From an optimization exercise on the open Yosys and OpenROAD flow, aimed at a short achievable clock period and few clock cycles; shortcuts taken in it are not production practice.
In this exercise RTL edits were held to simulation tests only and were not proved equivalent to the original.
Power figures rest on the tool's default switching activity, not on a simulated workload.

--- design.v ---
`timescale 1ns/1ps
`default_nettype none
package core_pkg;
  localparam int XLEN    = 32;
  localparam int IADDR_W = XLEN - 2;
  localparam int REG_W   = 5;
  typedef logic [XLEN-1:0]    xlen_t;
  typedef logic [IADDR_W-1:0] iaddr_t;
  typedef logic [REG_W-1:0]   reg_idx_t;
  typedef logic [3:0]         byte_en_t;
  localparam logic [6:0] OPC_OP     = 7'b0110011;
  localparam logic [6:0] OPC_OP_IMM = 7'b0010011;
  localparam logic [6:0] OPC_LUI    = 7'b0110111;
  localparam logic [6:0] OPC_LOAD   = 7'b0000011;
  localparam logic [6:0] OPC_STORE  = 7'b0100011;
  typedef struct packed {
    logic op;      
    logic addi;
    logic lui;
    logic lw;
    logic st;      
    logic sub;
    logic lxor;
    logic lor;
    logic land;
    logic wr;      
    logic uses1;   
    logic uses2;   
  } pdec_t;
  function automatic pdec_t predecode(input logic [31:0] w);
    logic [6:0] opc;
    logic [2:0] f3;
    logic [6:0] f7;
    pdec_t d;
    opc = w[6:0];
    f3  = w[14:12];
    f7  = w[31:25];
    d.op    = (opc == OPC_OP) &
              (((f7 == 7'b0000000) & ((f3 == 3'b000) | (f3 == 3'b100) |
                                      (f3 == 3'b110) | (f3 == 3'b111))) |
               ((f7 == 7'b0100000) & (f3 == 3'b000)));
    d.addi  = (opc == OPC_OP_IMM) & (f3 == 3'b000);
    d.lui   = (opc == OPC_LUI);
    d.lw    = (opc == OPC_LOAD) & (f3 == 3'b010);
    d.st    = (opc == OPC_STORE) & ~f3[2] & (f3[1:0] != 2'b11);
    d.sub   = d.op & f7[5];
    d.lxor  = d.op & (f3 == 3'b100);
    d.lor   = d.op & (f3 == 3'b110);
    d.land  = d.op & (f3 == 3'b111);
    d.wr    = (d.op | d.addi | d.lui | d.lw) & (w[11:7] != 5'd0);
    d.uses1 = d.op | d.addi | d.lw | d.st;
    d.uses2 = d.op | d.st;
    predecode = d;
  endfunction
endpackage
`default_nettype wire
`timescale 1ns/1ps
`default_nettype none
module fetch (
  input  logic             clk,
  input  logic             rst_n,
  input  core_pkg::xlen_t  boot_addr,
  input  core_pkg::xlen_t  instr_fromsram,
  input  logic             advance,
  output logic             isram_cs,
  output core_pkg::iaddr_t isram_adr,
  output core_pkg::xlen_t  ir,
  output core_pkg::pdec_t  ir_pd,
  output logic [31:0]      ir_rs1_oh,
  output logic [31:0]      ir_rs2_oh,
  output logic             ir_valid
);
  core_pkg::iaddr_t pc;        
  core_pkg::iaddr_t adr_q;     
  logic             cs_q;
  logic             cs_d;
  logic             arr_q;
  core_pkg::xlen_t  fq0, fq1, fq2;
  logic [1:0]       head;
  logic [1:0]       tail;
  logic [1:0]       cnt;
  logic             fq_ne;
  logic             push;
  logic             pop;
  core_pkg::xlen_t  nxt;
  assign isram_cs  = cs_q;
  assign isram_adr = adr_q;
  assign cs_d  = ({1'b0, cnt} + {2'b00, ir_valid} + {2'b00, arr_q} + {2'b00, cs_q}) < 3'd4;
  assign fq_ne = (cnt != 2'd0);
  assign pop   = advance & fq_ne;
  assign push  = arr_q & ~(advance & ~fq_ne);
  always_comb begin
    if (!fq_ne) begin
      nxt = instr_fromsram;
    end else if (head == 2'd0) begin
      nxt = fq0;
    end else if (head == 2'd1) begin
      nxt = fq1;
    end else begin
      nxt = fq2;
    end
  end
  function automatic logic [1:0] inc3(input logic [1:0] x);
    inc3 = (x == 2'd2) ? 2'd0 : x + 2'd1;
  endfunction
  always_ff @(posedge clk) begin
    if (!rst_n) begin
      adr_q    <= boot_addr[core_pkg::XLEN-1:2];
      pc       <= boot_addr[core_pkg::XLEN-1:2] + core_pkg::iaddr_t'(1);
      cs_q     <= 1'b1;
      arr_q    <= 1'b0;
      head     <= 2'd0;
      tail     <= 2'd0;
      cnt      <= 2'd0;
      ir_valid <= 1'b0;
    end else begin
      adr_q <= pc;
      if (cs_d) begin
        pc <= pc + core_pkg::iaddr_t'(1);
      end
      arr_q <= cs_q;
      cs_q  <= cs_d;
      if (pop) begin
        head <= inc3(head);
      end
      if (push) begin
        tail <= inc3(tail);
      end
      cnt <= cnt + {1'b0, push} - {1'b0, pop};
      if (advance) begin
        ir_valid <= fq_ne | arr_q;
      end
    end
  end
  always_ff @(posedge clk) begin
    if (advance) begin
      ir        <= nxt;
      ir_pd     <= core_pkg::predecode(nxt);
      ir_rs1_oh <= 32'd1 << nxt[19:15];
      ir_rs2_oh <= 32'd1 << nxt[24:20];
    end
    if (push && tail == 2'd0) begin
      fq0 <= instr_fromsram;
    end
    if (push && tail == 2'd1) begin
      fq1 <= instr_fromsram;
    end
    if (push && tail == 2'd2) begin
      fq2 <= instr_fromsram;
    end
  end
endmodule
`default_nettype wire
`timescale 1ns/1ps
`timescale 1ns/1ps
`default_nettype none
module regfile (
  input  logic                clk,
  input  logic                clr,
  input  logic [31:0]         rs1_oh,
  input  logic [31:0]         rs2_oh,
  input  logic [31:1]         we,
  input  core_pkg::xlen_t     wd,
  output logic [3:0][31:0]    rs1_part,
  output logic [3:0][31:0]    rs2_part
);
  logic [31:1][31:0] regs;
  always_comb begin
    rs1_part = '0;
    rs2_part = '0;
    for (int i = 1; i < 32; i++) begin
      rs1_part[i / 8] = rs1_part[i / 8] | (regs[i] & {32{rs1_oh[i]}});
      rs2_part[i / 8] = rs2_part[i / 8] | (regs[i] & {32{rs2_oh[i]}});
    end
  end
  for (genvar i = 1; i < 32; i++) begin : g_reg
    always_ff @(posedge clk) begin
      if (clr) begin
        regs[i] <= '0;
      end else if (we[i]) begin
        regs[i] <= wd;
      end
    end
  end
endmodule
`default_nettype wire
`timescale 1ns/1ps
`default_nettype none
module adder32 (
  input  core_pkg::xlen_t a,
  input  core_pkg::xlen_t b,
  input  logic            cin,
  output core_pkg::xlen_t sum
);
  logic [31:0] p0;
  logic [31:0] g [6];
  logic [31:0] p [6];
  assign p0   = a ^ b;
  assign g[0] = (a & b) | {31'd0, p0[0] & cin};
  assign p[0] = p0;
  for (genvar l = 0; l < 5; l++) begin : g_lvl
    for (genvar i = 0; i < 32; i++) begin : g_bit
      if (i >= (1 << l)) begin : g_op
        assign g[l+1][i] = g[l][i] | (p[l][i] & g[l][i - (1 << l)]);
        assign p[l+1][i] = p[l][i] & p[l][i - (1 << l)];
      end else begin : g_pass
        assign g[l+1][i] = g[l][i];
        assign p[l+1][i] = p[l][i];
      end
    end
  end
  assign sum = p0 ^ {g[5][30:0], cin};
endmodule
`default_nettype wire
`timescale 1ns/1ps
`timescale 1ns/1ps
`default_nettype none
module core (
  input  logic               clk,
  input  logic               rst_n,
  input  core_pkg::xlen_t    boot_addr,
  input  core_pkg::xlen_t    instr_fromsram,
  input  core_pkg::xlen_t    dsram_rdata,
  output logic               isram_cs,
  output core_pkg::iaddr_t   isram_adr,
  output core_pkg::xlen_t    dsram_addr,
  output logic               dsram_cs,
  output logic               dsram_we,
  output core_pkg::byte_en_t dsram_ben,
  output core_pkg::xlen_t    dsram_wdata
);
  core_pkg::xlen_t ir;
  core_pkg::pdec_t ir_pd;
  logic [31:0]     ir_rs1_oh;
  logic [31:0]     ir_rs2_oh;
  logic            ir_valid;
  logic            stall;
  logic            advance;    
  fetch fetch_u (
    .clk            (clk),
    .rst_n          (rst_n),
    .boot_addr      (boot_addr),
    .instr_fromsram (instr_fromsram),
    .advance        (advance),
    .isram_cs       (isram_cs),
    .isram_adr      (isram_adr),
    .ir             (ir),
    .ir_pd          (ir_pd),
    .ir_rs1_oh      (ir_rs1_oh),
    .ir_rs2_oh      (ir_rs2_oh),
    .ir_valid       (ir_valid)
  );
  logic            d_valid;
  core_pkg::xlen_t d_ir;
  core_pkg::pdec_t pd;
  logic [3:0][31:0] d_rf1;     
  logic [3:0][31:0] d_rf2;
  core_pkg::xlen_t d_hold1;    
  core_pkg::xlen_t d_hold2;
  logic            q1e, q1m, q1wl, q1wa, q1wt, q1x, q1y, q1h, q1r;
  logic            q2e, q2m, q2wl, q2wa, q2wt, q2x, q2y, q2h, q2r;
  logic            e_wr;       
  logic            e_load;
  logic            e_store;
  logic            e_late;     
  core_pkg::reg_idx_t e_rd;
  logic            e_sub;
  logic            e_arith;    
  logic            e_and;
  logic            e_or;
  logic            e_xor;
  logic [1:0]      e_size;
  logic [1:0]      e_src1;     
  logic [1:0]      e_src2;
  core_pkg::xlen_t e_opa;
  core_pkg::xlen_t e_opb;      
  core_pkg::xlen_t e_ops;
  logic            e_sm;
  logic            e_sx;
  logic            m_wr;
  logic            m_load;
  logic            m_late;
  core_pkg::reg_idx_t m_rd;
  core_pkg::xlen_t m_res;
  core_pkg::xlen_t m_fa;       
  core_pkg::xlen_t m_fbp;      
  core_pkg::xlen_t m_fbn;      
  logic            m_cs;
  logic            m_we;
  logic [3:0]      m_ben;
  logic [29:0]     m_addr;
  core_pkg::xlen_t m_wdata;
  logic            m_sub, m_arith, m_and, m_or, m_xor;
  logic [1:0]      m_src1, m_src2;
  core_pkg::xlen_t m_la, m_lb;
  logic            w_wr;
  logic            w_load;
  logic            w_late;
  core_pkg::reg_idx_t w_rd;
  core_pkg::xlen_t w_res;
  logic            w_sub, w_arith, w_and, w_or, w_xor;
  core_pkg::xlen_t w_la, w_lb;  
  core_pkg::xlen_t l_res;      
  core_pkg::xlen_t l_xta, l_xoa, l_ya, l_xtbp, l_xtbn, l_xob, l_yb;
  logic            x_wr;
  core_pkg::reg_idx_t x_rd;
  core_pkg::xlen_t x_val;      
  core_pkg::xlen_t x_vt;       
  core_pkg::xlen_t x_vo;       
  logic [31:1]     x_we;       
  core_pkg::xlen_t x_fa;       
  core_pkg::xlen_t x_fbp;
  core_pkg::xlen_t x_fbn;
  core_pkg::xlen_t y_val;
  logic            rf_clr_n;
  assign dsram_cs    = m_cs;
  assign dsram_we    = m_we;
  assign dsram_addr  = {m_addr, 2'b00};
  assign dsram_ben   = m_ben;
  assign dsram_wdata = m_wdata;
  logic [3:0][31:0] rf1, rf2;
  always_ff @(posedge clk) begin
    rf_clr_n <= rst_n;
  end
  regfile regfile_u (
    .clk     (clk),
    .clr     (~rf_clr_n),
    .rs1_oh  (ir_rs1_oh),
    .rs2_oh  (ir_rs2_oh),
    .we      (x_we),
    .wd      (x_val),
    .rs1_part (rf1),
    .rs2_part (rf2)
  );
  core_pkg::reg_idx_t r_rs1, r_rs2, rd;
  logic            d_wr;
  logic            d_late;     
  logic            n1e, n1m, n1wl, n1wa, n1wt, n1x, n1y;
  logic            n2e, n2m, n2wl, n2wa, n2wt, n2x, n2y;
  logic [8:0]      o1, o2;    
  function automatic logic [8:0] youngest(input logic e, m, wl, wa, wt, x, y);
    logic w;
    w = wl | wa | wt;
    youngest[8] = e;
    youngest[7] = ~e & m;
    youngest[6] = ~e & ~m & wl;
    youngest[5] = ~e & ~m & wa;
    youngest[4] = ~e & ~m & wt;
    youngest[3] = ~e & ~m & ~w & x;
    youngest[2] = ~e & ~m & ~w & ~x & y;
    youngest[1] = 1'b0;
    youngest[0] = ~(e | m | w | x | y);
  endfunction
  assign r_rs1 = ir[19:15];
  assign r_rs2 = ir[24:20];
  assign rd    = d_ir[11:7];
  assign d_wr  = d_valid & pd.wr;
  assign n1e  = d_wr & (rd == r_rs1);
  assign n1m  = e_wr & (e_rd == r_rs1);
  assign n1wl = m_wr & m_load & (m_rd == r_rs1);
  assign n1wa = m_wr & ~m_load & ~m_late & (m_rd == r_rs1);
  assign n1wt = m_wr & m_late & (m_rd == r_rs1);
  assign n1x  = w_wr & (w_rd == r_rs1);
  assign n1y  = x_wr & (x_rd == r_rs1);
  assign n2e  = d_wr & (rd == r_rs2);
  assign n2m  = e_wr & (e_rd == r_rs2);
  assign n2wl = m_wr & m_load & (m_rd == r_rs2);
  assign n2wa = m_wr & ~m_load & ~m_late & (m_rd == r_rs2);
  assign n2wt = m_wr & m_late & (m_rd == r_rs2);
  assign n2x  = w_wr & (w_rd == r_rs2);
  assign n2y  = x_wr & (x_rd == r_rs2);
  assign o1   = youngest(n1e, n1m, n1wl, n1wa, n1wt, n1x, n1y);
  assign o2   = youngest(n2e, n2m, n2wl, n2wa, n2wt, n2x, n2y);
  core_pkg::xlen_t v1, v2;
  core_pkg::xlen_t imm;
  logic            e_slow, m_slow;    
  logic            slow1, slow2;
  assign e_slow = e_load | e_late;
  assign m_slow = m_load | m_late;
  assign slow1  = pd.uses1 & ((q1e & e_slow) | (q1m & m_slow));
  assign slow2  = pd.uses2 & ((q2e & e_slow) | (q2m & m_slow));
  assign d_late = (pd.op | pd.addi) & (slow1 | slow2);
  logic [1:0] stall_cnt;
  logic       mem_r, ld_near, ld_far;
  assign mem_r   = ir_valid & (ir_pd.lw | ir_pd.st);
  assign ld_near = mem_r & d_valid & (pd.lw | d_late) &
                   ((ir_pd.uses1 & n1e) | (ir_pd.uses2 & n2e));
  assign ld_far  = mem_r & e_slow & ((ir_pd.uses1 & n1m) | (ir_pd.uses2 & n2m));
  assign stall   = (stall_cnt != 2'd0);
  assign advance = ~stall;
  always_ff @(posedge clk) begin
    if (!rst_n) begin
      stall_cnt <= 2'd0;
    end else if (stall) begin
      stall_cnt <= stall_cnt - 2'd1;
    end else begin
      stall_cnt <= ld_near ? 2'd2 : (ld_far ? 2'd1 : 2'd0);
    end
  end
  assign v1 = ({32{q1m}} & m_res) | ({32{q1wl}} & dsram_rdata) | ({32{q1wa}} & w_res) |
              ({32{q1x}} & x_val) | ({32{q1y}} & y_val) | ({32{q1h}} & d_hold1) |
              ({32{q1r}} & (d_rf1[0] | d_rf1[1] | d_rf1[2] | d_rf1[3]));
  assign v2 = ({32{q2m}} & m_res) | ({32{q2wl}} & dsram_rdata) | ({32{q2wa}} & w_res) |
              ({32{q2x}} & x_val) | ({32{q2y}} & y_val) | ({32{q2h}} & d_hold2) |
              ({32{q2r}} & (d_rf2[0] | d_rf2[1] | d_rf2[2] | d_rf2[3]));
  always_comb begin
    if (pd.lui) begin
      imm = {d_ir[31:12], 12'h000};
    end else if (pd.st) begin
      imm = {{20{d_ir[31]}}, d_ir[31:25], d_ir[11:7]};
    end else begin
      imm = {{20{d_ir[31]}}, d_ir[31:20]};
    end
  end
  always_ff @(posedge clk) begin
    if (!rst_n) begin
      d_valid <= 1'b0;
    end else if (advance) begin
      d_valid <= ir_valid;
    end
  end
  always_ff @(posedge clk) begin
    d_rf1   <= rf1;
    d_rf2   <= rf2;
    d_hold1 <= v1;
    d_hold2 <= v2;
  end
  always_ff @(posedge clk) begin
    if (advance) begin
      d_ir <= ir;
      pd   <= ir_pd;
      {q1e, q1m, q1wl, q1wa, q1wt, q1x, q1y, q1h, q1r} <= o1;
      {q2e, q2m, q2wl, q2wa, q2wt, q2x, q2y, q2h, q2r} <= o2;
    end else begin
      {q1e, q1m, q1wl, q1wa, q1wt, q1x, q1y, q1h, q1r} <=
        {1'b0, q1e, q1m & m_load, q1m & ~m_load & ~m_late, q1m & m_late,
         q1wl | q1wa | q1wt, q1x, q1y | q1h | q1r, 1'b0};
      {q2e, q2m, q2wl, q2wa, q2wt, q2x, q2y, q2h, q2r} <=
        {1'b0, q2e, q2m & m_load, q2m & ~m_load & ~m_late, q2m & m_late,
         q2wl | q2wa | q2wt, q2x, q2y | q2h | q2r, 1'b0};
    end
  end
  logic f1m, f2m;              
  logic f1t, f2t;              
  assign f1m = q1e;
  assign f2m = q2e;
  assign f1t = q1wt;
  assign f2t = q2wt;
  logic d_go;
  assign d_go = d_valid & ~stall & (pd.op | pd.addi | pd.lui | pd.lw | pd.st);
  always_ff @(posedge clk) begin
    if (!rst_n || !d_go) begin
      e_wr    <= 1'b0;
      e_load  <= 1'b0;
      e_store <= 1'b0;
      e_late  <= 1'b0;
    end else begin
      e_wr    <= pd.wr;
      e_load  <= pd.lw;
      e_store <= pd.st;
      e_late  <= d_late;
    end
  end
  always_ff @(posedge clk) begin
    e_rd    <= rd;
    e_sub   <= pd.sub;
    e_arith <= ~(pd.land | pd.lor | pd.lxor);
    e_and   <= pd.land;
    e_or    <= pd.lor;
    e_xor   <= pd.lxor;
    e_size  <= d_ir[13:12];
    e_src1  <= {q1m, q1e} & {2{pd.uses1}};
    e_src2  <= {q2m, q2e} & {2{pd.op}};
    e_opa   <= (pd.lui | f1m | f1t) ? '0 : v1;
    e_opb   <= pd.op ? ((f2m | f2t) ? '0 : (v2 ^ {32{pd.sub}})) : imm;
    e_ops   <= (f2m | f2t) ? '0 : v2;
    e_sm    <= f2m;
    e_sx    <= f2t;
  end
  core_pkg::xlen_t a, b, s, sum, res;
  assign a = m_fa | x_fa | e_opa;
  assign b = m_fbp | m_fbn | x_fbp | x_fbn | e_opb;
  assign s = ({32{e_sm}} & m_res) | ({32{e_sx}} & x_val) | e_ops;
  adder32 adder_u (
    .a   (a),
    .b   (b),
    .cin (e_sub),
    .sum (sum)
  );
  assign res = ({32{e_arith}} & sum) | ({32{e_and}} & (a & b)) |
               ({32{e_or}} & (a | b)) | ({32{e_xor}} & (a ^ b));
  always_ff @(posedge clk) begin
    if (!rst_n) begin
      m_wr   <= 1'b0;
      m_load <= 1'b0;
      m_late <= 1'b0;
      m_cs   <= 1'b0;
      m_we   <= 1'b0;
    end else begin
      m_wr   <= e_wr;
      m_load <= e_load;
      m_late <= e_late;
      m_cs   <= e_load | e_store;
      m_we   <= e_store;
    end
  end
  always_ff @(posedge clk) begin
    m_rd    <= e_rd;
    m_res   <= res;
    m_fa    <= (d_go & ~pd.lui & f1m) ? res : '0;
    m_fbp   <= (d_go & pd.op & f2m & ~pd.sub) ? res : '0;
    m_fbn   <= (d_go & pd.op & f2m & pd.sub) ? ~res : '0;
    m_addr  <= sum[31:2];
    case (e_size)
      2'b00: begin
        m_ben   <= 4'b0001 << sum[1:0];
        m_wdata <= {4{s[7:0]}};
      end
      2'b01: begin
        m_ben   <= sum[1] ? 4'b1100 : 4'b0011;
        m_wdata <= {2{s[15:0]}};
      end
      default: begin
        m_ben   <= 4'b1111;
        m_wdata <= s;
      end
    endcase
  end
  always_ff @(posedge clk) begin
    if (e_late) begin
      m_sub   <= e_sub;
      m_arith <= e_arith;
      m_and   <= e_and;
      m_or    <= e_or;
      m_xor   <= e_xor;
      m_src1  <= e_src1;
      m_src2  <= e_src2;
      m_la    <= a;
      m_lb    <= b;
    end
  end
  always_ff @(posedge clk) begin
    if (!rst_n) begin
      w_wr   <= 1'b0;
      w_load <= 1'b0;
      w_late <= 1'b0;
    end else begin
      w_wr   <= m_wr;
      w_load <= m_load;
      w_late <= m_late;
    end
  end
  always_ff @(posedge clk) begin
    w_rd  <= m_rd;
    w_res <= m_res;
    if (m_late) begin
      w_sub   <= m_sub;
      w_arith <= m_arith;
      w_and   <= m_and;
      w_or    <= m_or;
      w_xor   <= m_xor;
      w_la    <= (m_src1 == 2'b00) ? m_la : '0;
      w_lb    <= (m_src2 == 2'b00) ? m_lb : '0;
    end
  end
  always_ff @(posedge clk) begin
    l_xta  <= (m_late & m_src1[0] & w_late) ? l_res : '0;
    l_xoa  <= (m_late & m_src1[0] & ~w_late) ? (w_load ? dsram_rdata : w_res) : '0;
    l_ya   <= (m_late & m_src1[1]) ? x_val : '0;
    l_xtbp <= (m_late & m_src2[0] & w_late & ~m_sub) ? l_res : '0;
    l_xtbn <= (m_late & m_src2[0] & w_late & m_sub) ? ~l_res : '0;
    l_xob  <= (m_late & m_src2[0] & ~w_late) ?
              ((w_load ? dsram_rdata : w_res) ^ {32{m_sub}}) : '0;
    l_yb   <= (m_late & m_src2[1]) ? (x_val ^ {32{m_sub}}) : '0;
  end
  core_pkg::xlen_t la, lb, lsum;
  assign la = w_la | l_xta | l_xoa | l_ya;
  assign lb = w_lb | l_xtbp | l_xtbn | l_xob | l_yb;
  adder32 ladder_u (
    .a   (la),
    .b   (lb),
    .cin (w_sub),
    .sum (lsum)
  );
  assign l_res = ({32{w_arith}} & lsum) | ({32{w_and}} & (la & lb)) |
                 ({32{w_or}} & (la | lb)) | ({32{w_xor}} & (la ^ lb));
  assign x_val = x_vt | x_vo;
  always_ff @(posedge clk) begin
    if (!rst_n) begin
      x_wr <= 1'b0;
    end else begin
      x_wr <= w_wr;
    end
  end
  always_ff @(posedge clk) begin
    x_rd  <= w_rd;
    x_vt  <= w_late ? l_res : '0;
    x_vo  <= w_late ? '0 : (w_load ? dsram_rdata : w_res);
    y_val <= x_val;
    for (int i = 1; i < 32; i++) begin
      x_we[i] <= rst_n & w_wr & (w_rd == 5'(i));
    end
    x_fa  <= (d_go & ~pd.lui & f1t) ? l_res : '0;
    x_fbp <= (d_go & pd.op & f2t & ~pd.sub) ? l_res : '0;
    x_fbn <= (d_go & pd.op & f2t & pd.sub) ? ~l_res : '0;
  end
endmodule
`default_nettype wire
--- flow/run.sh ---
#!/bin/bash
# The standard layout (standard.sh), with one change to synthesis: logic is
# mapped by ABC with a delay-driven script (flow/speed.abc) and without the
# full-adder cells. Registers come out exactly as in the standard synthesis.
set -euo pipefail
W=$(pwd)
{ head -n 1 synth_recipe.tcl; cat flow/abc_override.tcl; tail -n +2 synth_recipe.tcl; } > own_synth.tcl
export OWN_ABC_SCRIPT=$W/flow/speed.abc
bash standard.sh SYNTH_SCRIPT=$W/own_synth.tcl ADDER_MAP_FILE= synth > synth.log 2>&1
bash standard.sh SYNTH_SCRIPT=$W/own_synth.tcl ADDER_MAP_FILE= finish > layout.log 2>&1
--- flow/abc_override.tcl ---
# Every abc call maps with flow/speed.abc (a delay-driven script) in place of
# the script the flow names. abc sees only the logic between registers.
proc abc {args} {
  set i [lsearch $args -script]
  if {$i >= 0} { lset args [expr {$i + 1}] $::env(OWN_ABC_SCRIPT) }
  yosys abc {*}$args
}
--- flow/speed.abc ---
strash
dch
map -D 1000
buffer -c
topo
stime -c
upsize -c -D 1000
dnsize -c -D 1000
--- standard.sh ---
#!/bin/bash
# synth_recipe.tcl (not shown) runs the flow's synth.tcl, then flattens the netlist and writes it again
# the make line also repeats each setting of config.mk as NAME=value (left out here)
make -C /OpenROAD-flow-scripts/flow DESIGN_CONFIG=/design/flow/config.mk WORK_HOME=/design/flow/orfs CLKGATE_MAP_FILE= SYNTH_SCRIPT=/design/flow/synth_recipe.tcl "${@:-finish}"
--- config.mk ---
export PLATFORM = sky130hd
export DESIGN_NAME = core
export DESIGN_NICKNAME = core
export VERILOG_FILES = /design/flow/design.v
export SDC_FILE = /design/flow/constraint.sdc
export NUM_CORES = 4
export LEC_CHECK = 0
export CAP_MARGIN = 20
export CORE_MARGIN = 2
export CORE_UTILIZATION = 40
export CTS_CLUSTER_DIAMETER = 90
export CTS_CLUSTER_SIZE = 25
export PLACE_DENSITY = 0.55
export SETUP_SLACK_MARGIN = 3.8
export SLEW_MARGIN = 20
export TNS_END_PERCENT = 100
--- constraint.sdc ---
create_clock -name core_clock -period 6.3 [get_ports {clk}]
set_input_delay 1.2600 -clock core_clock [delete_from_list [all_inputs] [get_ports {clk}]]
set_output_delay 1.2600 -clock core_clock [all_outputs]
set_load 0.01 [all_outputs]
==> results.tsv, run 1 <==
stage	metric	value	unit
run_status	status	complete, no violations	
synthesis	synth_seq_cells	2592	
global_routing	global_route.overflow_total	0	
final_layout	final_core_util	46.8	%
synthesis	synth_xor_xnor_area_share	0.619	%
placed_design	hpwlAfterDp	294000	microns
synthesis	combinational_family_with_the_most_area_after_synthesis	compound AO/OA/AOI/OAI gates	
routing	drt_pass1_iterations	6	
die	boundaryPins	199	
power	relative_contribution_of_combinational_cells_to_total_power	24.5	%
power	power.ir.vdd_worst	321	uV
global_routing	grt_pass1_wl	618000	microns
synthesis	synth-warning-count	6	
placed_design	input_output_buffers	194	
synthesis	syn-instance-count	11200	
synthesis	synth.area.top_cells	sky130_fd_sc_hd__dfxtp_1, sky130_fd_sc_hd__edfxtp_1, sky130_fd_sc_hd__a21oi_1	
global_routing	antenna_violations_before_repair	30	
setup_path	setup.worst_path.class	register to register	
min_path	timing.hold.worst.class	register to register	
cts	postCtsHoldBufs	0	
routing	routed_wire_length_per_instance	30.4	microns
die	fp.coreArea	0.249	sq mm
final_layout	areaGrowthSynthToFinish	16.3	%
cts	tritoncts_clock_tree	yes	
run	max-cap-violations	0	
die	core.rowCount	183	
synthesis	post_synth.cell_area_avg	8.92	sq um
power	power.share.clock	26.2	%
sta	relSlewSlack	6.21	%
synthesis	synth_largest_area_cell	sky130_fd_sc_hd__dfxtp_1	
power	netSwitchingPower	14.2	mW
synthesis	sequential_cell_area_fraction_in_the_yosys_report	55.8	%
final_layout	top_reg_by_flops	regfile_u.regs	
synthesis	synth-async-reset-ratio	0	%
synthesis	synth_simple_gate_area_share	12.6	%
die	die_x	504	microns
placed_design	pre_cts_ws	2.49	ns
synthesis	synth_edf_count	404	
power	leakagePower	43.3	nW
synthesis	synth_top_area_share	43.7	%
setup_path	worstSetupEndpointType	register	
final_layout	share_of_cells_above_drive_strength_1	16.3	%
setup_path	worstPathBufferInverterCount	0	
cts	clk-insertion-delay-late	0.86	ns
sta	max_freq	368	MHz
placed_design	finalWeightedCongestion	1.06	
routing	drc	0	
power	fin_total_pwr	38.9	mW
sta	period_minus_slack	2.72	ns
sta	finalSetupViolations	0	
die	floorplan.die.height	504	microns
final_layout	largestRegisters	regfile_u.regs (992), d_rf1 (128), d_rf2 (128)	
global_routing	grt.total_usage	33.4	%
routing	antenna_violating_nets_post_route	0	
global_routing	largest_net_degree_at_the_start_of_global_routing	281	
cts	number_of_buffers_created_by_cts	131	
setup_path	setup.worst_path.start_class	register	
synthesis	synth_compound_area_share	25.0	%
cts	worst_setup_hold_path_clk_slew	0.10	ns
routing	postRouteWirelength	448000	microns
routing	drtIter0Drc	12300	
setup_path	cp_data_arrival_time	3.50	ns
die	die_area	0.254	sq mm
cts	cts_sinks	2592	
global_routing	grt_pass1_vias	84100	
cts	clock-root-buffer	sky130_fd_sc_hd__clkbuf_16	
synthesis	synthDistinctLibCells	87	
setup_path	critPathTopFamily	simple AND/OR/NAND/NOR gates	
sta	worst_clock_skew	0.0496	ns
synthesis	synthTopCellsByCount	sky130_fd_sc_hd__dfxtp_1, sky130_fd_sc_hd__a21oi_1, sky130_fd_sc_hd__o21ai_0	
routing	vias	91200	
sta	drv_slew	0	
sta	timing.final.hold_violations	0	
synthesis	post-synth-top-count-cell	sky130_fd_sc_hd__dfxtp_1	
sta	grt_setup_unrepaired	yes	
setup_path	critPathMaxStageDelay	0.58	ns
setup_path	crit_path_cell_trace	nor2_2, nand3b_1, nand2_2, nand4_4, nor2_4, nand2_2, o211ai_1, nand3_1, nand3_4, nand2_2, nor2_1	
synthesis	main_synth_ff_type	sky130_fd_sc_hd__dfxtp_1	
synthesis	area_of_the_mapped_netlist	0.100	sq mm
sta	layout_setup_ws	3.58	ns
power	cellPowerDensity	334	mW/mm^2
power	switching_share_of_power	36.5	%
power	intPower	24.7	mW
synthesis	synthesized_area_fraction_occupied_by_adder_cells	0	%
final_layout	largest_register_ff_count	992	
setup_path	timing.critical_path.required	7.08	ns
cts	clock_path_buffers	3	
die	initial_core_util	40.3	%
synthesis	synthMuxAreaShare	0.00999	%
sta	layout_worst_path_cycle_share	43.1	%
setup_path	cp_slowest_cell	sky130_fd_sc_hd__o211ai_1	
setup_path	crit_path_max_fanout	6	
setup_path	crit_top_cell	sky130_fd_sc_hd__nand2_2	
final_layout	final_net_count	11400	
routing	vias_per_cell	6.20	
sta	tightestPinTransition	1.41	ns
cts	h-tree-depth	4	
power	pwr-share-seq	49.2	%
sta	setup_tns	0	ns
## worst paths after layout
path | cells past startpoint | slack [ns] | from | endpoint
worst max-delay path | 11 | 3.58 | w_lb[16]$_SDFFCE_PP0P_ | l_xtbn[17]$_SDFF_PN0_
worst max register to register | 11 | 3.58 | w_lb[16]$_SDFFCE_PP0P_ | l_xtbn[17]$_SDFF_PN0_
worst min-delay path | 0 | 0.37 | m_res[24]$_DFF_P_ | w_res[24]$_DFF_P_
worst min register to register | 0 | 0.37 | m_res[24]$_DFF_P_ | w_res[24]$_DFF_P_
## layout by cell type (no fill, tap or decap), types with 106 or more instances in the layout
cell                        instances
sky130_fd_sc_hd__dfxtp_1         2059
sky130_fd_sc_hd__a21oi_1         1380
sky130_fd_sc_hd__o21ai_0         1176
sky130_fd_sc_hd__nor2_1           817
sky130_fd_sc_hd__nand2_1          800
sky130_fd_sc_hd__inv_1            711
sky130_fd_sc_hd__a22oi_1          578
sky130_fd_sc_hd__buf_4            471
sky130_fd_sc_hd__edfxtp_1         404
sky130_fd_sc_hd__nand4_1          285
sky130_fd_sc_hd__a221oi_1         232
sky130_fd_sc_hd__o22ai_1          219
sky130_fd_sc_hd__nand3_1          216
sky130_fd_sc_hd__clkbuf_16        145
sky130_fd_sc_hd__dfxtp_2          115
sky130_fd_sc_hd__nor2_4           110
sky130_fd_sc_hd__a21oi_2          106
## through the flow
| step | area [sq um] | hold WS (ns) | instances |
|---|---|---|---|
| floorplan | 100000 | 0.329 | 11200 |
| global route | 116000 | 0.377 | 14700 |
| global placement | 106000 | 0.356 | 14200 |
| CTS | 113000 | 0.367 | 14600 |
| detailed placement | 106000 | 0.351 | 14200 |
| finish | 117000 | 0.367 | 14700 |
## routing by layer
layer | track usage (%) | up-vias | share of wire (%)
li1 | - | 40200 | -
met1 | 41.4 | 44300 | 38
met2 | 50.2 | 5291 | 43
met3 | 8.28 | 1418 | 10
met4 | 24.9 | 10 | 8.8
met5 | 0 | - | 0.014
## cells by family after synthesis
logic type             after synthesis
other                                1
buffers and inverters             1568
multiplexers                         1
AO/OA/AOI/OAI                     4211
flip-flops                        2592
XOR/XNOR                            70
AND/OR/NAND/NOR                   2793
## power by group through the flow
stage               clock network [mW]  logic [mW]  registers [mW]
global route                      10.9        9.78            19.2
floorplan                            0        4.10            18.9
CTS                               10.3        8.60            19.1
global placement                     0        8.03            19.4
detailed placement                   0        8.10            19.4
finish                            10.2        9.55            19.2
## layout make-up
cell class / instances / area [sq um]
tap: 3330 / 4170
clock buffer: 176 / 3700
clock inverter: 40 / 485
inverter: 752 / 2900
sequential: 2592 / 56100
antenna: 16 / 40.0
timing repair buffer: 725 / 6350
fill: 23400 / 132000
multi-input combinational: 7083 / 42700
## repair_timing
item / 4_1_cts / 5_1_grt
setup buffers: 163 / 112
pin swaps: 148 / 190
resized for setup: 977 / 616
gates cloned: 5 / 4
endpoints found under the setup margin: 753 / 497
Testbench counts, summed over its fixed seeds: cycles 12,798.
==> run 2: changes to the inputs <==
--- a/design.v
+++ b/design.v
@@ -551,17 +551,15 @@
     end
   end
   always_ff @(posedge clk) begin
-    w_rd  <= m_rd;
-    w_res <= m_res;
-    if (m_late) begin
-      w_sub   <= m_sub;
-      w_arith <= m_arith;
-      w_and   <= m_and;
-      w_or    <= m_or;
-      w_xor   <= m_xor;
-      w_la    <= (m_src1 == 2'b00) ? m_la : '0;
-      w_lb    <= (m_src2 == 2'b00) ? m_lb : '0;
-    end
+    w_rd    <= m_rd;
+    w_res   <= m_res;
+    w_sub   <= m_sub;
+    w_arith <= m_arith;
+    w_and   <= m_and;
+    w_or    <= m_or;
+    w_xor   <= m_xor;
+    w_la    <= (m_late & (m_src1 == 2'b00)) ? m_la : '0;
+    w_lb    <= (m_late & (m_src2 == 2'b00)) ? m_lb : '0;
   end
   always_ff @(posedge clk) begin
     l_xta  <= (m_late & m_src1[0] & w_late) ? l_res : '0;
==> run 2 against run 1 <==
  * Sequential share of layout area rose by 0.17 points
  * Flip-flop and latch count unchanged
  * Synthesized cell count down 0.15%
  * Clock-buffer cell count shrank 15
  * Cell count fell by 0.65%
  * Fmax grew 2.6%
  * Highest routed layer unchanged
  * Largest cell class unchanged
==> results.tsv, run 2 <==
stage	metric	value	unit	change
setup_path	crit_path_max_fanout	3		-3
die	initial_core_util	40.3	%	about the same
die	core.rowCount	182		-0.55%
sta	finalSetupViolations	0		unchanged
setup_path	critPathLaunch	e_opa[3]$_SDFF_PP0_		
cts	clock-root-buffer	sky130_fd_sc_hd__clkbuf_16		
die	floorplan.die.height	502	microns	-0.47%
sta	setup_tns	0	ns	unchanged
final_layout	sequential_cell_area	0.0554	sq mm	-1.2%
sta	layout_worst_path_cycle_share	42.1	%	-1.1 points
setup_path	reg2reg_slack	3.65	ns	+0.07 ns
cts	h-tree-depth	3		-1
final_layout	top_reg_by_flops	regfile_u.regs		
sta	drv_slew	0		unchanged
placed_design	hpwlAfterDp	292000	microns	-0.87%
cts	clk-insertion-delay-late	0.88	ns	+0.02 ns
final_layout	final_net_count	11300		-0.50%
die	die_area	0.252	sq mm	-0.93%
routing	drc	0		unchanged
routing	postRouteWirelength	438000	microns	-2.1%
routing	routed_wire_length_per_instance	30.0	microns	-1.5%
power	relative_contribution_of_combinational_cells_to_total_power	24.4	%	about the same
final_layout	leading_cell_type_in_the_layout_fill_and_taps_excluded	sky130_fd_sc_hd__dfxtp_1		
power	fin_total_pwr	37.5	mW	-3.7%
sta	grt_setup_unrepaired	yes		
synthesis	synth_seq_cells	2592		unchanged
global_routing	grt_pass1_vias	83000		-1.3%
routing	antenna_violating_nets_post_route	0		unchanged
synthesis	synth_top_area_share	45.5	%	+1.8 points
global_routing	grt.total_usage	33.3	%	-0.049 points
setup_path	cp_data_arrival_time	3.36	ns	-0.14 ns
cts	postCtsHoldBufs	0		unchanged
sta	hold_ws	0.350	ns	-0.0167 ns
final_layout	layout.filler_cells	23500		+0.36%
synthesis	synth_edf_count	335		-17%
sta	max_freq	377	MHz	+2.6%
cts	number_of_buffers_created_by_cts	119		-9.2%
global_routing	antenna_violations_before_repair	31		+3.3%
synthesis	synth_largest_area_cell	sky130_fd_sc_hd__dfxtp_1		
sta	tightestPinTransition	1.27	ns	-0.141 ns
synthesis	sequential_cell_area_fraction_in_the_yosys_report	55.7	%	-0.17 points
synthesis	post-synth-top-count-cell	sky130_fd_sc_hd__dfxtp_1		
power	switching_share_of_power	36.5	%	-0.041 points
die	fp.coreArea	0.246	sq mm	-1.0%
final_layout	areaGrowthSynthToFinish	15.5	%	
placed_design	finalWeightedCongestion	1.06		-0.46%
power	power.ir.vdd_worst	289	uV	-9.9%
synthesis	post_synth.cell_area_avg	8.85	sq um	-0.79%
setup_path	timing.critical_path.required	7.01	ns	-0.07 ns
min_path	timing.hold.worst.class	register to register		
routing	vias	90500		-0.77%
synthesis	area_of_the_mapped_netlist	0.0992	sq mm	-0.94%
setup_path	ff2ff_path_depth	12		+1
synthesis	synth-warning-count	6		unchanged
synthesis	syn-instance-count	11200		-0.15%
sta	timing.final.hold_violations	0		unchanged
cts	cts_sinks	2592		unchanged
setup_path	setup.worst_path.class	register to register		
routing	vias_per_cell	6.19		-0.13%
sta	period_minus_slack	2.65	ns	-0.0676 ns
routing	drtIter0Drc	12600		+2.4%
run	max-cap-violations	0		unchanged
global_routing	grt_pass1_wl	610000	microns	-1.4%
routing	drt_pass1_iterations	9		+3
final_layout	total_area_of_multi_input_combinational_cells	0.0425	sq mm	-0.55%
setup_path	reg2reg_to	m_fbn[14]$_SDFF_PN0_		
cts	clock_path_buffers	3		unchanged
synthesis	synth-async-reset-ratio	0	%	unchanged
power	pwr-share-seq	50.7	%	+1.5 points
synthesis	synth.area.top_cells	sky130_fd_sc_hd__dfxtp_1, sky130_fd_sc_hd__edfxtp_1, sky130_fd_sc_hd__a21oi_1		
power	intPower	23.8	mW	-3.7%
final_layout	largestRegisters	regfile_u.regs (992), d_rf1 (128), d_rf2 (128)		
cts	tritoncts_clock_tree	yes		
run_status	status	complete, no violations		
synthesis	synthTopCellsByCount	sky130_fd_sc_hd__dfxtp_1, sky130_fd_sc_hd__a21oi_1, sky130_fd_sc_hd__o21ai_0		
die	die_x	502	microns	-0.47%
sta	relSlewSlack	14.5	%	+8.3 points
synthesis	synthDistinctLibCells	78		-10%
sta	worst_clock_skew	0.0755	ns	+0.0258 ns
placed_design	input_output_buffers	194		unchanged
die	boundaryPins	199		unchanged
cts	worst_setup_hold_path_clk_slew	0.10	ns	about the same
power	power.share.clock	24.9	%	-1.3 points
final_layout	most-common-layout-cells	sky130_fd_sc_hd__dfxtp_1, sky130_fd_sc_hd__a21oi_1, sky130_fd_sc_hd__o21ai_0, sky130_fd_sc_hd__nor2_1, sky130_fd_sc_hd__nand2_1		
global_routing	global_route.overflow_total	0		unchanged
power	netSwitchingPower	13.7	mW	-3.8%
final_layout	share_of_cells_above_drive_strength_1	15.5	%	-0.84 points
synthesis	main_synth_ff_type	sky130_fd_sc_hd__dfxtp_1		
setup_path	worst_setup_path_endpoint	m_fbn[14]$_SDFF_PN0_		
setup_path	setup.worst_path.start_class	register		
setup_path	r2r_start	e_opa[3]$_SDFF_PP0_		
power	leakagePower	42.4	nW	-2.2%
power	cellPowerDensity	327	mW/mm^2	-2.2%
setup_path	worstSetupEndpointType	register		
global_routing	largest_net_degree_at_the_start_of_global_routing	272		-3.2%
final_layout	largest_register_ff_count	992		unchanged
run 2: cell types whose count changed after synthesis, moves of 16 or more:
| cell | change |
|---|---|
| sky130_fd_sc_hd__nand2_1 | -30 |
| sky130_fd_sc_hd__dfxtp_1 | +69 |
| sky130_fd_sc_hd__o22ai_1 | -26 |
| sky130_fd_sc_hd__o21ai_0 | +51 |
| sky130_fd_sc_hd__edfxtp_1 | -69 |
| sky130_fd_sc_hd__nor2_1 | +16 |
run 2: worst min path at each step:
stage               startpoint             to  slack (ns)  cells after the start
2_1_floorplan  m_and$_DFFE_PP_  w_and$_DFF_P_        0.32                      0
3_3_place_gp    m_or$_DFFE_PP_   w_or$_DFF_P_        0.33                      0
3_5_place_dp   m_and$_DFFE_PP_  w_and$_DFF_P_        0.33                      0
4_1_cts        m_and$_DFFE_PP_  w_and$_DFF_P_        0.35                      0
5_1_grt        m_xor$_DFFE_PP_  w_xor$_DFF_P_        0.37                      0
6_report       m_and$_DFFE_PP_  w_and$_DFF_P_        0.35                      0
run 2: repair_timing:
item                       4_1_cts  5_1_grt
gates resized for setup        943      620
cloned                           2        0
pin swaps                      107      235
setup endpoints to repair      660      498
setup buffers                  135      134
run 2: per-layer routing:
| metal | track usage, % | part of all wire (%) | vias up | wire, microns |
|---|---|---|---|---|
| met5 | 0 | 0.0098 | - | 43 |
| met4 | 23.4 | 8.5 | 6 | 37400 |
| met3 | 5.68 | 9.2 | 1312 | 40400 |
| met2 | 50.7 | 43 | 5340 | 189000 |
| met1 | 43.0 | 39 | 43900 | 171000 |
| li1 | - | - | 39900 | - |
run 2: cells by family after synthesis:
kind of cell / count (synthesis) / synth area share (%)
flops: 2592 / 55.7
simple gates: 2734 / 12.2
other cells: 1 / 0.00378
xor+xnor: 84 / 0.741
compound gates: 4241 / 25.4
buf+inv: 1566 / 5.97
mux: 1 / 0.0101
run 2: worst max-delay path: stages (launching register included):
cell,delay (ns)
sky130_fd_sc_hd__dfxtp_4,0.39
sky130_fd_sc_hd__nor3_4,0.19
sky130_fd_sc_hd__nand4_1,0.16
sky130_fd_sc_hd__buf_4,0.19
sky130_fd_sc_hd__a21oi_4,0.28
sky130_fd_sc_hd__o21a_1,0.28
sky130_fd_sc_hd__buf_6,0.13
sky130_fd_sc_hd__a21oi_4,0.07
sky130_fd_sc_hd__buf_6,0.13
sky130_fd_sc_hd__o211ai_1,0.23
sky130_fd_sc_hd__nand3_2,0.20
sky130_fd_sc_hd__nand2_2,0.19
sky130_fd_sc_hd__nor2_1,0.05
run 2: power by group through the flow:
stage | Sequential [mW] | Clock, mW | Combinational (mW)
2_1_floorplan | 18.8 | 0 | 3.96
3_3_place_gp | 19.2 | 0 | 7.91
3_5_place_dp | 19.3 | 0 | 8.00
4_1_cts | 18.9 | 9.42 | 8.37
5_1_grt | 19.1 | 9.98 | 9.35
6_report | 19.0 | 9.34 | 9.13
run 2: final cells by class:
type                            count  area share (%)
Antenna cell                       12          0.0262
Clock buffer                      161            2.81
Clock inverter                     27           0.322
Inverter                          753            2.52
Multi-Input combinational cell   7062            37.1
Sequential cell                  2592            48.3
Tap cell                         3312            3.61
Timing Repair Buffer              700            5.29
run 2: stage by stage:
step                      area [sq um]  cells  setup WS, ns  util, %
after CTS                       111000  14500          3.60     45.0
final                           115000  14600          3.65     46.5
after floorplan                  99400  11200          3.35        -
after global routing            115000  14600          3.63     46.5
after detailed placement        105000  14100          2.29     42.5
after global placement          105000  14100          2.33     42.5
Testbench counts of run 2, summed over its fixed seeds: cycles 12,798.
==> run 3: changes to the inputs <==
--- a/config.mk
+++ b/config.mk
@@ -10,7 +10,7 @@
 export CORE_UTILIZATION = 40
 export CTS_CLUSTER_DIAMETER = 90
 export CTS_CLUSTER_SIZE = 25
-export PLACE_DENSITY = 0.55
+export PLACE_DENSITY = 0.65
 export SETUP_SLACK_MARGIN = 3.8
 export SLEW_MARGIN = 20
 export TNS_END_PERCENT = 100
==> run 3 against run 2 <==
  * Global-route usage fell by 0.35 points
  * Still clean
  * Total power is 0.59% higher
  * Core utilization increased by 0.086 points
  * Sequential share of layout area fell by 0.081 points
  * Worst hold slack worse by 0.011 ns
  * Synthesized cell count unchanged
==> results.tsv, run 3 <==
stage	metric	value	unit	change
run_status	status	complete, no violations		
routing	postRouteWirelength	434000	microns	-0.94%
power	leakagePower	42.5	nW	+0.24%
synthesis	synth.area.top_cells	sky130_fd_sc_hd__dfxtp_1, sky130_fd_sc_hd__edfxtp_1, sky130_fd_sc_hd__a21oi_1		
power	netSwitchingPower	13.6	mW	-0.68%
power	fin_total_pwr	37.7	mW	+0.59%
final_layout	final_net_count	11300		-0.0088%
setup_path	cp_slowest_cell	sky130_fd_sc_hd__o21ai_0		
synthesis	synth-async-reset-ratio	0	%	unchanged
routing	drtIter0Drc	13700		+8.9%
global_routing	antenna_violations_before_repair	37		+19%
sta	finalSetupViolations	0		unchanged
synthesis	synth_seq_cells	2592		unchanged
die	die_area	0.252	sq mm	unchanged
final_layout	share_of_cells_above_drive_strength_1	15.8	%	+0.28 points
global_routing	global_route.overflow_total	0		unchanged
cts	worst_setup_hold_path_clk_slew	0.10	ns	about the same
synthesis	syn-instance-count	11200		unchanged
cts	clock_path_buffers	3		unchanged
setup_path	crit_path_cell_trace	buf_4, inv_1, o21ai_0		
routing	routed.top_layer	met5		
routing	vias	91300		+0.88%
sta	drv_slew	0		unchanged
global_routing	largest_net_degree_at_the_start_of_global_routing	277		+1.8%
setup_path	critPathLaunch	fetch_u.ir_rs2_oh[23]$_SDFFCE_PN0N_		
sta	timing.final.hold_violations	0		unchanged
placed_design	hpwlAfterDp	289000	microns	-0.77%
power	intPower	24.1	mW	+1.3%
die	core.rowCount	182		unchanged
routing	m1WireLength	162000	microns	-5.3%
setup_path	worstSetupEndpointType	register		
sta	period_minus_slack	2.62	ns	-0.0278 ns
synthesis	sequential_cell_area_fraction_in_the_yosys_report	55.7	%	unchanged
placed_design	input_output_buffers	194		unchanged
setup_path	setup.worst_path.start_class	register		
global_routing	grt.total_usage	33.0	%	-0.35 points
synthesis	synth-warning-count	6		unchanged
final_layout	areaGrowthSynthToFinish	15.8	%	
setup_path	critPathTopFamily	compound AO/OA/AOI/OAI gates		
setup_path	crit_path_max_fanout	19		+16
synthesis	area_of_the_mapped_netlist	0.0992	sq mm	unchanged
global_routing	grt_pass1_vias	84800		+2.2%
power	relative_contribution_of_combinational_cells_to_total_power	23.3	%	-1.1 points
min_path	timing.hold.worst.class	register to register		
run	max-cap-violations	0		unchanged
sta	layout_worst_path_cycle_share	41.6	%	-0.44 points
cts	tritoncts_clock_tree	yes		
power	cellPowerDensity	328	mW/mm^2	+0.41%
final_layout	largestRegisters	regfile_u.regs (992), d_rf1 (128), d_rf2 (128)		
min_path	worst_hold_startpoint	m_res[26]$_DFF_P_		
cts	clk-insertion-delay-late	0.86	ns	-0.02 ns
setup_path	timing.critical_path.required	6.93	ns	-0.08 ns
power	power.ir.vdd_worst	307	uV	+6.4%
sta	worst_clock_skew	0.0546	ns	-0.0209 ns
synthesis	post_synth.cell_area_avg	8.85	sq um	unchanged
placed_design	finalWeightedCongestion	1.05		-0.92%
routing	antenna_violating_nets_post_route	0		unchanged
cts	number_of_buffers_created_by_cts	131		+10%
synthesis	synthTopCellsByCount	sky130_fd_sc_hd__dfxtp_1, sky130_fd_sc_hd__a21oi_1, sky130_fd_sc_hd__o21ai_0		
die	die_x	502	microns	unchanged
die	floorplan.die.height	502	microns	unchanged
final_layout	leading_cell_type_in_the_layout_fill_and_taps_excluded	sky130_fd_sc_hd__dfxtp_1		
setup_path	worstPathBufferInverterCount	2		-1
synthesis	post-synth-top-count-cell	sky130_fd_sc_hd__dfxtp_1		
synthesis	synthDistinctLibCells	78		unchanged
synthesis	main_synth_ff_type	sky130_fd_sc_hd__dfxtp_1		
final_layout	top_reg_by_flops	regfile_u.regs		
synthesis	synth_largest_area_cell	sky130_fd_sc_hd__dfxtp_1		
setup_path	setup.worst_path.class	register to register		
cts	clock-root-buffer	sky130_fd_sc_hd__clkbuf_16		
cts	h-tree-depth	4		+1
power	power.share.clock	26.3	%	+1.4 points
final_layout	largest_register_ff_count	992		unchanged
cts	postCtsHoldBufs	0		unchanged
power	pwr-share-seq	50.5	%	-0.2 points
routing	vias_per_cell	6.24		+0.82%
die	boundaryPins	199		unchanged
routing	met2_length	184000	microns	-2.7%
die	initial_core_util	40.3	%	unchanged
cts	cts_sinks	2592		unchanged
setup_path	reg2reg_slack	3.68	ns	+0.03 ns
routing	routed_wire_length_per_instance	29.7	microns	-1.0%
sta	grt_setup_unrepaired	yes		
global_routing	grt_pass1_wl	606000	microns	-0.59%
routing	drc	0		unchanged
sta	relSlewSlack	13.0	%	-1.5 points
synthesis	synth_edf_count	335		unchanged
sta	max_freq	381	MHz	+1.1%
sta	tightestPinTransition	1.29	ns	+0.0247 ns
setup_path	r2r_start	fetch_u.ir_rs2_oh[23]$_SDFFCE_PN0N_		
power	switching_share_of_power	36.0	%	-0.46 points
setup_path	cp_data_arrival_time	3.25	ns	-0.11 ns
sta	setup_tns	0	ns	unchanged
setup_path	critPathMaxStageDelay	1.17	ns	+0.78 ns
final_layout	most-common-layout-cells	sky130_fd_sc_hd__dfxtp_1, sky130_fd_sc_hd__a21oi_1, sky130_fd_sc_hd__o21ai_0, sky130_fd_sc_hd__nor2_1, sky130_fd_sc_hd__nand2_1		
synthesis	synth_top_area_share	45.5	%	unchanged
routing	drt_pass1_iterations	8		-1
die	fp.coreArea	0.246	sq mm	unchanged
routing	routed_wire_length_on_met3	50000	microns	+24%
-- run 3: cell counts after synthesis --
Identical to the previous run, type by type.
-- run 3: logic make-up (layout without fill, tap and decap cells) --
family,count (synthesis),after routing,synth area share (%)
simple gates,2734,2735,12.2
mux,1,1,0.0101
buf+inv,1566,1644,5.97
compound gates,4241,4241,25.4
flops,2592,2592,55.7
xor+xnor,84,84,0.741
other cells,1,19,0.00378
-- run 3: final timing paths --
| path | depth (start not counted) | to |
|---|---|---|
| min reg2reg | 0 | w_res[26]$_DFF_P_ |
| max reg2reg | 3 | d_rf2[81]$_DFF_P_ |
| min | 0 | w_res[26]$_DFF_P_ |
| max | 3 | d_rf2[81]$_DFF_P_ |
-- run 3: area by class of cell --
cell class                 instances  area (sq um)
sequential                      2592         55400
timing repair buffer             686          5900
fill                           23300        132000
antenna                           17          42.5
clock inverter                    36           442
clock buffer                     169          3550
multi-input combinational       7063         42500
tap                             3312          4140
inverter                         753          2870
-- run 3: through the flow --
| stage | std cells | instance area [sq um] | utilization, % | hold WS, ns | worst slack [ns] |
|---|---|---|---|---|---|
| global placement | 14200 | 105000 | 42.5 | 0.326 | 2.41 |
| detailed placement | 14200 | 105000 | 42.5 | 0.331 | 2.38 |
| global route | 14600 | 115000 | 46.6 | 0.362 | 3.65 |
| finish | 14600 | 115000 | 46.6 | 0.339 | 3.68 |
| floorplan | 11200 | 99400 | - | 0.323 | 3.35 |
| CTS | 14500 | 112000 | 45.3 | 0.351 | 3.64 |
-- run 3: what timing repair did --
item | 4_1_cts | 5_1_grt
buffers inserted | 158 | 90
gates cloned | 1 | 0
pin swaps | 142 | 205
endpoints found under the setup margin | 650 | 509
resized for setup | 945 | 588
-- run 3: power by group through the flow --
stage                     registers [mW]  logic [mW]  clock network (mW)
after global routing                19.1        9.00                10.5
after floorplan                     18.8        3.96                   0
after detailed placement            19.3        7.69                   0
after CTS                           18.9        8.10                9.97
after global placement              19.2        7.60                   0
final                               19.0        8.77                9.90
-- run 3: per-layer routing --
| metal | vias to the layer above | GRT usage, % |
|---|---|---|
| met3 | 1527 | 8.89 |
| met2 | 5939 | 49.3 |
| met5 | - | 0 |
| met1 | 43900 | 40.8 |
| met4 | 24 | 24.3 |
| li1 | 39900 | - |

## separate check: timing with driven ports
How much do the figures lean on ideal ports? The routed layouts below were timed once more, with nothing changed but the port constraints.
Step 1 assumes that a clkbuf_16 drives the clock port and a buf_2 every other input.
Step 2, shift: input delay + t, output delay - t, t = (earliest + latest rising clock arrival at the registers) / 2. This alone moves slack from input paths to output paths.
a / b / c = ideal ports / drivers / drivers and shift; a / b = the first two.
| run | shift t [ns] | setup slack, ns | worst setup path after step 2 |
|---|---|---|---|
| run 1 | 0.934 | 3.582 / 3.582 / 2.962 | input to register |
| run 2 | 0.945 | 3.649 / 3.619 / 2.958 | input to register |
| run 3 | 0.929 | 3.677 / 3.612 / 2.877 | input to register |
After both steps setup and hold are still met in every run listed. The setup slack of run 3, which loses most, moves by -0.065 ns with the drivers and by -0.800 ns with both steps.
